Context: an optimization exercise on an open-source flow, tuned for small area, a short achievable clock period and few clock cycles. The choices shown serve that exercise and are no tape-out recipe.
Only simulation tests tie the RTL to the original design; equivalence was not proved.
Power figures rest on the tool's default switching activity, not on a simulated workload.

--- constraint.sdc ---
create_clock -name core_clock -period 6.0 [get_ports {clk}]
set_input_delay 1.2000 -clock core_clock [delete_from_list [all_inputs] [get_ports {clk}]]
set_output_delay 1.2000 -clock core_clock [all_outputs]
set_load 0.01 [all_outputs]
--- run.sh ---
#!/bin/bash
# synth_recipe.tcl (not shown) runs the flow's synth.tcl, then flattens the netlist and writes it again
# the make line also repeats each setting of config.mk as NAME=value (left out here)
make -C /OpenROAD-flow-scripts/flow DESIGN_CONFIG=/design/flow/config.mk WORK_HOME=/design/flow/orfs CLKGATE_MAP_FILE= SYNTH_SCRIPT=/design/flow/synth_recipe.tcl finish
--- design.v ---
package tbc_pkg;
    localparam int CAPACITY    = 64;
    localparam int ADDR_W      = $clog2(CAPACITY);
    localparam int CNT_W       = $clog2(CAPACITY + 1);
    localparam int CHAR_W      = 8;
    localparam int OPCODE_W    = 3;
    localparam int COUNT_W     = 7;
    localparam int QUEUE_DEPTH = 2;
    localparam int CMD_W       = 3 + CHAR_W + COUNT_W;
    localparam logic [OPCODE_W-1:0] OP_INSERT     = 3'd0;
    localparam logic [OPCODE_W-1:0] OP_DELETE     = 3'd1;
    localparam logic [OPCODE_W-1:0] OP_MOVE_LEFT  = 3'd2;
    localparam logic [OPCODE_W-1:0] OP_MOVE_RIGHT = 3'd3;
    localparam logic [OPCODE_W-1:0] OP_SHOW_RIGHT = 3'd4;
    localparam logic [OPCODE_W-1:0] OP_FULL_TEXT  = 3'd5;
    typedef enum logic [2:0] {
        CMD_NOP,
        CMD_INSERT,
        CMD_DELETE,
        CMD_MOVE_LEFT,
        CMD_MOVE_RIGHT,
        CMD_SHOW_RIGHT,
        CMD_SHOW_ALL
    } cmd_kind_t;
    typedef struct packed {
        logic [OPCODE_W-1:0] opcode;
        logic [CHAR_W-1:0]   char_in;
        logic [COUNT_W-1:0]  count;
    } in_t;
    typedef struct packed {
        logic [CHAR_W-1:0]  char_out;
        logic               char_valid;
        logic [COUNT_W-1:0] cursor_pos;
        logic [COUNT_W-1:0] text_length;
        logic [COUNT_W-1:0] done_count;
        logic               full_error;
        logic               last;
    } out_t;
    typedef struct packed {
        cmd_kind_t          kind;
        logic [CHAR_W-1:0]  ch;
        logic [COUNT_W-1:0] count;
    } cmd_t;
    function automatic logic [CNT_W-1:0] clamp_count(input logic [COUNT_W-1:0] k,
                                                     input logic [CNT_W-1:0] avail);
        logic [COUNT_W-1:0] avail_ext;
        avail_ext = COUNT_W'(avail);
        if (k < avail_ext)
            clamp_count = CNT_W'(k);
        else
            clamp_count = avail;
    endfunction
endpackage
module tbc_front (
    input  logic           clk,
    input  logic           rst_n,
    input  logic           in_valid,
    output logic           in_ready,
    input  tbc_pkg::in_t   in_data,
    output logic           cmd_valid,
    input  logic           cmd_ready,
    output tbc_pkg::cmd_t  cmd
);
    logic          stage_valid_reg;
    tbc_pkg::cmd_t stage_reg;
    tbc_pkg::cmd_t stage_next;
    assign in_ready  = !stage_valid_reg || cmd_ready;
    assign cmd_valid = stage_valid_reg;
    assign cmd       = stage_reg;
    always_comb
    begin
        stage_next.ch    = in_data.char_in;
        stage_next.count = in_data.count;
        unique case (in_data.opcode)
            tbc_pkg::OP_INSERT:     stage_next.kind = tbc_pkg::CMD_INSERT;
            tbc_pkg::OP_DELETE:     stage_next.kind = tbc_pkg::CMD_DELETE;
            tbc_pkg::OP_MOVE_LEFT:  stage_next.kind = tbc_pkg::CMD_MOVE_LEFT;
            tbc_pkg::OP_MOVE_RIGHT: stage_next.kind = tbc_pkg::CMD_MOVE_RIGHT;
            tbc_pkg::OP_SHOW_RIGHT: stage_next.kind = tbc_pkg::CMD_SHOW_RIGHT;
            tbc_pkg::OP_FULL_TEXT:  stage_next.kind = tbc_pkg::CMD_SHOW_ALL;
            default:                stage_next.kind = tbc_pkg::CMD_NOP;
        endcase
    end
    always_ff @(posedge clk or negedge rst_n)
    begin
        if (!rst_n)
            stage_valid_reg <= 1'b0;
        else if (in_ready)
            stage_valid_reg <= in_valid;
    end
    always_ff @(posedge clk)
    begin
        if (in_valid && in_ready)
            stage_reg <= stage_next;
    end
endmodule
module tbc_queue (
    input  logic           clk,
    input  logic           rst_n,
    input  logic           push_valid,
    output logic           push_ready,
    input  tbc_pkg::cmd_t  push_cmd,
    output logic           pop_valid,
    input  logic           pop_ready,
    output tbc_pkg::cmd_t  pop_cmd
);
    localparam int PTR_W  = $clog2(tbc_pkg::QUEUE_DEPTH);
    localparam int FILL_W = $clog2(tbc_pkg::QUEUE_DEPTH + 1);
    logic [tbc_pkg::CMD_W-1:0] entries_reg [tbc_pkg::QUEUE_DEPTH];
    logic [PTR_W-1:0]  wr_ptr_reg;
    logic [PTR_W-1:0]  rd_ptr_reg;
    logic [FILL_W-1:0] fill_reg;
    logic              push;
    logic              pop;
    assign push_ready = (fill_reg != FILL_W'(tbc_pkg::QUEUE_DEPTH));
    assign pop_valid  = (fill_reg != '0);
    assign pop_cmd    = entries_reg[rd_ptr_reg];
    assign push       = push_valid && push_ready;
    assign pop        = pop_valid && pop_ready;
    always_ff @(posedge clk or negedge rst_n)
    begin
        if (!rst_n)
        begin
            wr_ptr_reg <= '0;
            rd_ptr_reg <= '0;
            fill_reg   <= '0;
        end
        else
        begin
            if (push)
                wr_ptr_reg <= wr_ptr_reg + PTR_W'(1);
            if (pop)
                rd_ptr_reg <= rd_ptr_reg + PTR_W'(1);
            if (push && !pop)
                fill_reg <= fill_reg + FILL_W'(1);
            else if (pop && !push)
                fill_reg <= fill_reg - FILL_W'(1);
        end
    end
    always_ff @(posedge clk)
    begin
        if (push)
            entries_reg[wr_ptr_reg] <= push_cmd;
    end
endmodule
module tbc_ram #(
    parameter int WIDTH = 8,
    parameter int DEPTH = 64
) (
    input  logic                     clk,
    input  logic                     we,
    input  logic [$clog2(DEPTH)-1:0] waddr,
    input  logic [WIDTH-1:0]         wdata,
    input  logic                     re,
    input  logic [$clog2(DEPTH)-1:0] raddr,
    output logic [WIDTH-1:0]         rdata
);
    logic [WIDTH-1:0] mem [DEPTH];
    always_ff @(posedge clk)
    begin
        if (we)
            mem[waddr] <= wdata;
    end
    always_ff @(posedge clk)
    begin
        if (re)
            rdata <= mem[raddr];
    end
endmodule
module tbc_back (
    input  logic           clk,
    input  logic           rst_n,
    input  logic           cmd_valid,
    output logic           cmd_ready,
    input  tbc_pkg::cmd_t  cmd,
    output logic           out_valid,
    input  logic           out_ready,
    output tbc_pkg::out_t  out_data
);
    localparam int ADDR_W = tbc_pkg::ADDR_W;
    localparam int CNT_W  = tbc_pkg::CNT_W;
    localparam int CW     = tbc_pkg::COUNT_W;
    typedef enum logic [1:0] {S_IDLE, S_MOVE, S_SHOW, S_STAT} state_t;
    state_t                       state_reg, state_next;
    logic [CNT_W-1:0]             left_reg, left_next;
    logic [CNT_W-1:0]             right_reg, right_next;
    logic [CNT_W-1:0]             rem_reg, rem_next;
    logic [CNT_W-1:0]             done_reg, done_next;
    logic                         err_reg, err_next;
    logic                         dir_right_reg, dir_right_next;
    logic [ADDR_W-1:0]            rd_addr_reg, rd_addr_next;
    logic [ADDR_W-1:0]            wr_addr_reg, wr_addr_next;
    logic [CNT_W-1:0]             idx_reg, idx_next;
    logic                         pend_reg, pend_next;
    logic                         pend_last_reg, pend_last_next;
    logic                         out_valid_reg, out_valid_next;
    tbc_pkg::out_t                out_reg, out_next;
    logic                         ram_we;
    logic [ADDR_W-1:0]            ram_waddr;
    logic [tbc_pkg::CHAR_W-1:0]   ram_wdata;
    logic                         ram_re;
    logic [ADDR_W-1:0]            ram_raddr;
    logic [tbc_pkg::CHAR_W-1:0]   ram_rdata;
    logic [CNT_W-1:0]             total;
    logic [CNT_W-1:0]             gap;
    logic                         full;
    logic [CNT_W-1:0]             d_left;
    logic [CNT_W-1:0]             d_right;
    logic [ADDR_W-1:0]            show_addr;
    logic                         out_free;
    logic                         load;
    logic                         issue;
    assign total     = left_reg + right_reg;
    assign gap       = CNT_W'(tbc_pkg::CAPACITY) - total;
    assign full      = (total == CNT_W'(tbc_pkg::CAPACITY));
    assign d_left    = tbc_pkg::clamp_count(cmd.count, left_reg);
    assign d_right   = tbc_pkg::clamp_count(cmd.count, right_reg);
    assign show_addr = (idx_reg < left_reg) ? ADDR_W'(idx_reg) : ADDR_W'(idx_reg + gap);
    assign out_free  = !out_valid_reg || out_ready;
    assign cmd_ready = (state_reg == S_IDLE);
    assign out_valid = out_valid_reg;
    assign out_data  = out_reg;
    tbc_ram #(
        .WIDTH (tbc_pkg::CHAR_W),
        .DEPTH (tbc_pkg::CAPACITY)
    ) u_store (
        .clk   (clk),
        .we    (ram_we),
        .waddr (ram_waddr),
        .wdata (ram_wdata),
        .re    (ram_re),
        .raddr (ram_raddr),
        .rdata (ram_rdata)
    );
    always_comb
    begin
        state_next     = state_reg;
        left_next      = left_reg;
        right_next     = right_reg;
        rem_next       = rem_reg;
        done_next      = done_reg;
        err_next       = err_reg;
        dir_right_next = dir_right_reg;
        rd_addr_next   = rd_addr_reg;
        wr_addr_next   = wr_addr_reg;
        idx_next       = idx_reg;
        pend_next      = pend_reg;
        pend_last_next = pend_last_reg;
        out_valid_next = out_valid_reg && !out_ready;
        out_next       = out_reg;
        ram_we         = 1'b0;
        ram_waddr      = '0;
        ram_wdata      = '0;
        ram_re         = 1'b0;
        ram_raddr      = '0;
        load           = 1'b0;
        issue          = 1'b0;
        unique case (state_reg)
            S_IDLE:
            begin
                if (cmd_valid)
                begin
                    err_next   = 1'b0;
                    done_next  = '0;
                    pend_next  = 1'b0;
                    state_next = S_STAT;
                    unique case (cmd.kind)
                        tbc_pkg::CMD_INSERT:
                        begin
                            if (full)
                                err_next = 1'b1;
                            else
                            begin
                                ram_we    = 1'b1;
                                ram_waddr = ADDR_W'(left_reg);
                                ram_wdata = cmd.ch;
                                left_next = left_reg + CNT_W'(1);
                                done_next = CNT_W'(1);
                            end
                        end
                        tbc_pkg::CMD_DELETE:
                        begin
                            left_next = left_reg - d_left;
                            done_next = d_left;
                        end
                        tbc_pkg::CMD_MOVE_LEFT:
                        begin
                            done_next      = d_left;
                            rem_next       = d_left;
                            dir_right_next = 1'b0;
                            rd_addr_next   = ADDR_W'(left_reg - CNT_W'(1));
                            wr_addr_next   = ADDR_W'(CNT_W'(tbc_pkg::CAPACITY - 1) - right_reg);
                            if (d_left != '0)
                                state_next = S_MOVE;
                        end
                        tbc_pkg::CMD_MOVE_RIGHT:
                        begin
                            done_next      = d_right;
                            rem_next       = d_right;
                            dir_right_next = 1'b1;
                            rd_addr_next   = ADDR_W'(CNT_W'(tbc_pkg::CAPACITY) - right_reg);
                            wr_addr_next   = ADDR_W'(left_reg);
                            if (d_right != '0)
                                state_next = S_MOVE;
                        end
                        tbc_pkg::CMD_SHOW_RIGHT:
                        begin
                            done_next = d_right;
                            rem_next  = d_right;
                            idx_next  = left_reg;
                            if (d_right != '0)
                                state_next = S_SHOW;
                        end
                        tbc_pkg::CMD_SHOW_ALL:
                        begin
                            done_next = total;
                            rem_next  = total;
                            idx_next  = '0;
                            if (total != '0)
                                state_next = S_SHOW;
                        end
                        default:
                        begin
                            done_next = '0;
                        end
                    endcase
                end
            end
            S_MOVE:
            begin
                if (rem_reg != '0)
                begin
                    ram_re       = 1'b1;
                    ram_raddr    = rd_addr_reg;
                    rem_next     = rem_reg - CNT_W'(1);
                    rd_addr_next = dir_right_reg ? rd_addr_reg + ADDR_W'(1)
                                                 : rd_addr_reg - ADDR_W'(1);
                end
                pend_next = (rem_reg != '0);
                if (pend_reg)
                begin
                    ram_we       = 1'b1;
                    ram_waddr    = wr_addr_reg;
                    ram_wdata    = ram_rdata;
                    wr_addr_next = dir_right_reg ? wr_addr_reg + ADDR_W'(1)
                                                 : wr_addr_reg - ADDR_W'(1);
                    if (dir_right_reg)
                    begin
                        left_next  = left_reg + CNT_W'(1);
                        right_next = right_reg - CNT_W'(1);
                    end
                    else
                    begin
                        left_next  = left_reg - CNT_W'(1);
                        right_next = right_reg + CNT_W'(1);
                    end
                end
                if (rem_reg == '0)
                    state_next = S_STAT;
            end
            S_SHOW:
            begin
                load  = pend_reg && out_free;
                issue = (rem_reg != '0) && (!pend_reg || load);
                if (load)
                begin
                    out_valid_next       = 1'b1;
                    out_next.char_out    = ram_rdata;
                    out_next.char_valid  = 1'b1;
                    out_next.cursor_pos  = CW'(left_reg);
                    out_next.text_length = CW'(total);
                    out_next.done_count  = CW'(done_reg);
                    out_next.full_error  = 1'b0;
                    out_next.last        = pend_last_reg;
                end
                if (issue)
                begin
                    ram_re         = 1'b1;
                    ram_raddr      = show_addr;
                    idx_next       = idx_reg + CNT_W'(1);
                    rem_next       = rem_reg - CNT_W'(1);
                    pend_last_next = (rem_reg == CNT_W'(1));
                end
                pend_next = issue || (pend_reg && !load);
                if ((rem_reg == '0) && !pend_next)
                    state_next = S_IDLE;
            end
            S_STAT:
            begin
                if (out_free)
                begin
                    out_valid_next       = 1'b1;
                    out_next.char_out    = '0;
                    out_next.char_valid  = 1'b0;
                    out_next.cursor_pos  = CW'(left_reg);
                    out_next.text_length = CW'(total);
                    out_next.done_count  = CW'(done_reg);
                    out_next.full_error  = err_reg;
                    out_next.last        = 1'b1;
                    state_next           = S_IDLE;
                end
            end
            default:
            begin
                state_next = S_IDLE;
            end
        endcase
    end
    always_ff @(posedge clk or negedge rst_n)
    begin
        if (!rst_n)
        begin
            state_reg     <= S_IDLE;
            left_reg      <= '0;
            right_reg     <= '0;
            rem_reg       <= '0;
            done_reg      <= '0;
            err_reg       <= 1'b0;
            dir_right_reg <= 1'b0;
            rd_addr_reg   <= '0;
            wr_addr_reg   <= '0;
            idx_reg       <= '0;
            pend_reg      <= 1'b0;
            pend_last_reg <= 1'b0;
            out_valid_reg <= 1'b0;
            out_reg       <= '0;
        end
        else
        begin
            state_reg     <= state_next;
            left_reg      <= left_next;
            right_reg     <= right_next;
            rem_reg       <= rem_next;
            done_reg      <= done_next;
            err_reg       <= err_next;
            dir_right_reg <= dir_right_next;
            rd_addr_reg   <= rd_addr_next;
            wr_addr_reg   <= wr_addr_next;
            idx_reg       <= idx_next;
            pend_reg      <= pend_next;
            pend_last_reg <= pend_last_next;
            out_valid_reg <= out_valid_next;
            out_reg       <= out_next;
        end
    end
endmodule
module text_buffer_with_cursor (
    input  logic           clk,
    input  logic           rst_n,
    input  logic           in_valid,
    output logic           in_ready,
    input  logic [17:0]    in_data,
    output logic           out_valid,
    input  logic           out_ready,
    output logic [31:0]    out_data
);
    tbc_pkg::in_t  in_rec;
    tbc_pkg::out_t out_rec;
    assign in_rec   = in_data;
    assign out_data = out_rec;
    logic          front_valid;
    logic          front_ready;
    tbc_pkg::cmd_t front_cmd;
    logic          exec_valid;
    logic          exec_ready;
    tbc_pkg::cmd_t exec_cmd;
    tbc_front u_front (
        .clk       (clk),
        .rst_n     (rst_n),
        .in_valid  (in_valid),
        .in_ready  (in_ready),
        .in_data   (in_rec),
        .cmd_valid (front_valid),
        .cmd_ready (front_ready),
        .cmd       (front_cmd)
    );
    tbc_queue u_queue (
        .clk        (clk),
        .rst_n      (rst_n),
        .push_valid (front_valid),
        .push_ready (front_ready),
        .push_cmd   (front_cmd),
        .pop_valid  (exec_valid),
        .pop_ready  (exec_ready),
        .pop_cmd    (exec_cmd)
    );
    tbc_back u_back (
        .clk       (clk),
        .rst_n     (rst_n),
        .cmd_valid (exec_valid),
        .cmd_ready (exec_ready),
        .cmd       (exec_cmd),
        .out_valid (out_valid),
        .out_ready (out_ready),
        .out_data  (out_rec)
    );
endmodule
--- config.mk ---
export PLATFORM = sky130hd
export DESIGN_NAME = text_buffer_with_cursor
export DESIGN_NICKNAME = text_buffer_with_cursor
export VERILOG_FILES = /design/flow/design.v
export SDC_FILE = /design/flow/constraint.sdc
export NUM_CORES = 4
export LEC_CHECK = 0
export CAP_MARGIN = 20
export CORE_MARGIN = 2
export CORE_UTILIZATION = 40
export SLEW_MARGIN = 20
==> reports/metrics.csv <==
stage;metric;value;unit
clock_tree;Reg clk slew, reported paths;60;ps
synthesis;top-area cell type share of the netlist area;0.579;
global_route;first-pass GRT wire length;122;mm
status;status;finished clean;
placement;Post-DP Area;0.0318;mm^2
synthesis;Avg Cell Area, Syn;12.9;um^2
worst_setup_path;WS Path Type;flip-flop to flip-flop;
final_layout;max reg flops;512;
placement;PortBufs;55;
sta;setup violators final;0;
worst_setup_path;crit path max fanout;16;
clock_tree;PostCTS Resize Cnt;0;
final_layout;layout cells sized above 1;0.100;
clock_tree;CTS buffer count;72;
worst_setup_path;Worst Setup Start Kind;flip-flop;
clock_tree;CTS sink cnt;665;
synthesis;top-count cell post-synth;edfxtp_1;
synthesis;Post-synth EDFFs;574;
routing;post-route ant nets;0;
clock_tree;root buf cell;clkbuf_16;
sta;fmax;190;MHz
worst_setup_path;CP endpoint kind;flip-flop;
routing;Iter 0 DRT Violations;2162;
final_layout;Finished Cell Area;0.0340;mm^2
power_and_ir_drop;Pwr per Cell Area;605;mW/mm^2
routing;first drt pass iteration count;6;
synthesis;sequential share of the synthesized area;0.656;
floorplan;Die ar.;0.0766;mm^2
worst_setup_path;CP arrival;5740;ps
final_layout;Final Non-Filler Cells;3398;
global_route;largest net degree at the start of global routing;80;
sta;Max Transition Viols Final;0;
sta;WHS;403;ps
placement;GPL Wtd Cong;0.945;
sta;Worst-Margin Slew;988;ps
routing;vias;19900;
final_layout;Inserted Diodes;0;
synthesis;top cells by instance count after synthesis;edfxtp_1 (574), nand2_1 (297), a21oi_1 (165);
clock_tree;CTS tree;yes;
sta;unrepaired setup endpoints after global routing;no;
floorplan;Die Ht;277;um
sta;crit share post-route;0.875;
synthesis;Cell Area, Synth;0.0298;mm^2
synthesis;yosys warns;4;
floorplan;row count;100;
power_and_ir_drop;Lkg Pwr;11.8;nW
global_route;All-Layer GR Usage;0.209;
routing;final wirelength;81.1;mm
final_layout;fin nets;2469;
synthesis;cell taking the most area after synthesis;edfxtp_1;
synthesis;synthesized flop and latch total;665;
sta;setup TNS;0;ps
routing;DRC;0;
synthesis;top cells by area, synth;edfxtp_1 (58%), dfrtp_1 (7.7%), mux2i_1 (4.2%);
clock_tree;clk latency of the worst-skew pair;630;ps
final_layout;Area growth, synth to finish;14.4;%
worst_setup_path;CP Launch Point;u_back.right_reg[0];
floorplan;Ports;56;
sta;Final Hold Viols;0;
placement;dpl hpwl;51.8;mm
sta;crit path time final;5250;ps
global_route;grt ovf;0;
sta;max_slew headroom;0.340;
global_route;initial antenna violation count;0;
synthesis;syn_nets;2387;
global_route;number of global-route vias before repair;19600;
clock_tree;worst-case clock buffer depth;3;
floorplan;Die Wd;277;um
floorplan;core footprint;0.0741;mm^2
synthesis;dominant synthesized flop cell;edfxtp_1;
floorplan;Initial Util;0.402;
final_layout;post-route core utilization;0.460;
worst_setup_path;critical register-to-register path startpoint;u_back.right_reg[0];
worst_setup_path;Worst Path Required;6490;ps
synthesis;Async SR Flop Fraction;0.137;
clock_tree;post-CTS setup buffer count;0;
placement;dpl cells;3276;
clock_tree;CTS hold repair buffers;0;
run;Max Cap Viol;0;
sta;skew final;46.0;ps
clock_tree;H-tree Lvls;3;
synthesis;Netlist cell types;80;
power_and_ir_drop;Worst VDD drop;0.433;mV
routing;drt wl/cell;23.9;um
min_path;worst min path class;primary input to asynchronous set/reset pin;
routing;vias per inst;5.85;
synthesis;cell count after synthesis;2301;
worst max-delay path: stages, from the launching register on:
cell	delay [ps]
dfrtp_1	480
ha_1	260
fa_1	610
inv_1	160
ha_1	310
nor2b_1	120
o21a_1	180
o21a_1	200
o31ai_1	470
a22o_1	460
nand2_1	340
buf_4	330
a221oi_1	280
nor4_1	130
o22ai_1	560
a31o_1	180
final timing paths:
kind	to	slack, ps	depth (start not counted)
setup / recovery	u_back.u_store.rdata[3]	750	15
hold / removal	u_back.done_reg[0]	400	1
setup reg to reg	u_back.u_store.rdata[3]	750	15
hold reg to reg	u_queue.entries_reg[1][14]	430	0
max in group asynchronous	u_back.rd_addr_reg[2]	4580	2
min in group core_clock	u_queue.entries_reg[1][14]	430	0
routing by layer:
layer	vias to the layer above	wire (um)	track usage
met5	-	0	0
met4	0	3500	0.0952
met3	181	5990	0.0296
met2	921	37600	0.334
met1	9814	34000	0.283
li1	8952	-	-
through the flow:
step	total power [mW]	setup slack, ps
2_1_floorplan	12.9	378
3_3_place_gp	16.1	728
3_5_place_dp	16.3	683
4_1_cts	20.5	642
5_1_grt	21.7	570
6_report	20.6	747
report_power, final:
group	total [mW]	leakage [nW]	switching (mW)	internal, mW
Combinational	10.2	4.21	6.53	3.66
Clock	4.23	1.07	1.82	2.41
Sequential	6.19	6.55	0.485	5.71
Total	20.6	11.8	8.83	11.8
cell usage in the layout (no fill, tap or decap), types with 9 or more instances in the layout:
| cell | Yosys | final |
|---|---|---|
| a211oi_1 | 56 | 56 |
| a21o_1 | 13 | 13 |
| a21oi_1 | 165 | 165 |
| a221oi_1 | 80 | 80 |
| a22o_1 | 15 | 15 |
| a22oi_1 | 15 | 15 |
| a31oi_1 | 26 | 26 |
| and3_1 | 35 | 35 |
| buf_12 | 0 | 11 |
| buf_4 | 8 | 80 |
| clkbuf_1 | 69 | 13 |
| clkbuf_16 | 0 | 72 |
| clkdlybuf4s50_1 | 0 | 54 |
| clkinv_1 | 2 | 13 |
| clkinv_2 | 0 | 9 |
| dfrtp_1 | 91 | 91 |
| edfxtp_1 | 574 | 574 |
| ha_1 | 58 | 58 |
| inv_1 | 46 | 46 |
| mux2_2 | 25 | 25 |
| mux2i_1 | 126 | 126 |
| nand2_1 | 297 | 296 |
| nand2b_1 | 16 | 16 |
| nand3_1 | 39 | 39 |
| nor2_1 | 132 | 130 |
| nor3_1 | 29 | 29 |
| nor4_1 | 21 | 21 |
| o21a_1 | 11 | 11 |
| o21ai_0 | 92 | 83 |
| o22ai_1 | 16 | 16 |
| xnor2_1 | 34 | 34 |
| xor2_1 | 9 | 9 |
cells by family after synthesis:
kind of cell / Yosys count / synth area share
AND/OR/NAND/NOR: 610 / 0.0916
XOR/XNOR: 43 / 0.0127
buffers and inverters: 189 / 0.0286
AO/OA/AOI/OAI: 579 / 0.131
flip-flops: 665 / 0.656
multiplexers: 151 / 0.0518
adder cells (fa/ha/maj): 64 / 0.0284
layout make-up:
cell class | instances | area [um^2]
multi-input combinational | 1447 | 9510
clock inverter | 33 | 330
timing repair buffer | 148 | 1420
fill | 6516 | 40000
clock buffer | 87 | 1880
sequential | 665 | 19500
inverter | 49 | 184
tap | 969 | 1210
Testbench counts, summed over its fixed seeds: cycles 73,082.

==> what the ideal ports hide <==
Ports are ideal in the flow. The routed layout listed here was re-timed in OpenROAD.
Step 1 (the two cells are an assumption about what drives the block):
set clk [get_ports {clk}]
set_driving_cell -lib_cell sky130_fd_sc_hd__clkbuf_16 $clk
set_driving_cell -lib_cell sky130_fd_sc_hd__buf_2 [delete_from_list [all_inputs] $clk]
Step 2, shift: input delay + t, output delay - t, t = (earliest + latest rising clock arrival at the registers) / 2. This alone moves slack from input paths to output paths.
Three values: ideal, step 1, step 2; two values: the first two.
shift t [ns]: 0.672
slack for setup (ns): 0.747 / 0.747 / 0.660
clock arrival spread, ns: 0.046 / 0.046
worst data-port slew with drivers (ns): 0.04
After both steps this run still meets setup and hold. The setup slack of this run moves by 0.000 ns with the drivers and by -0.087 ns with both steps.
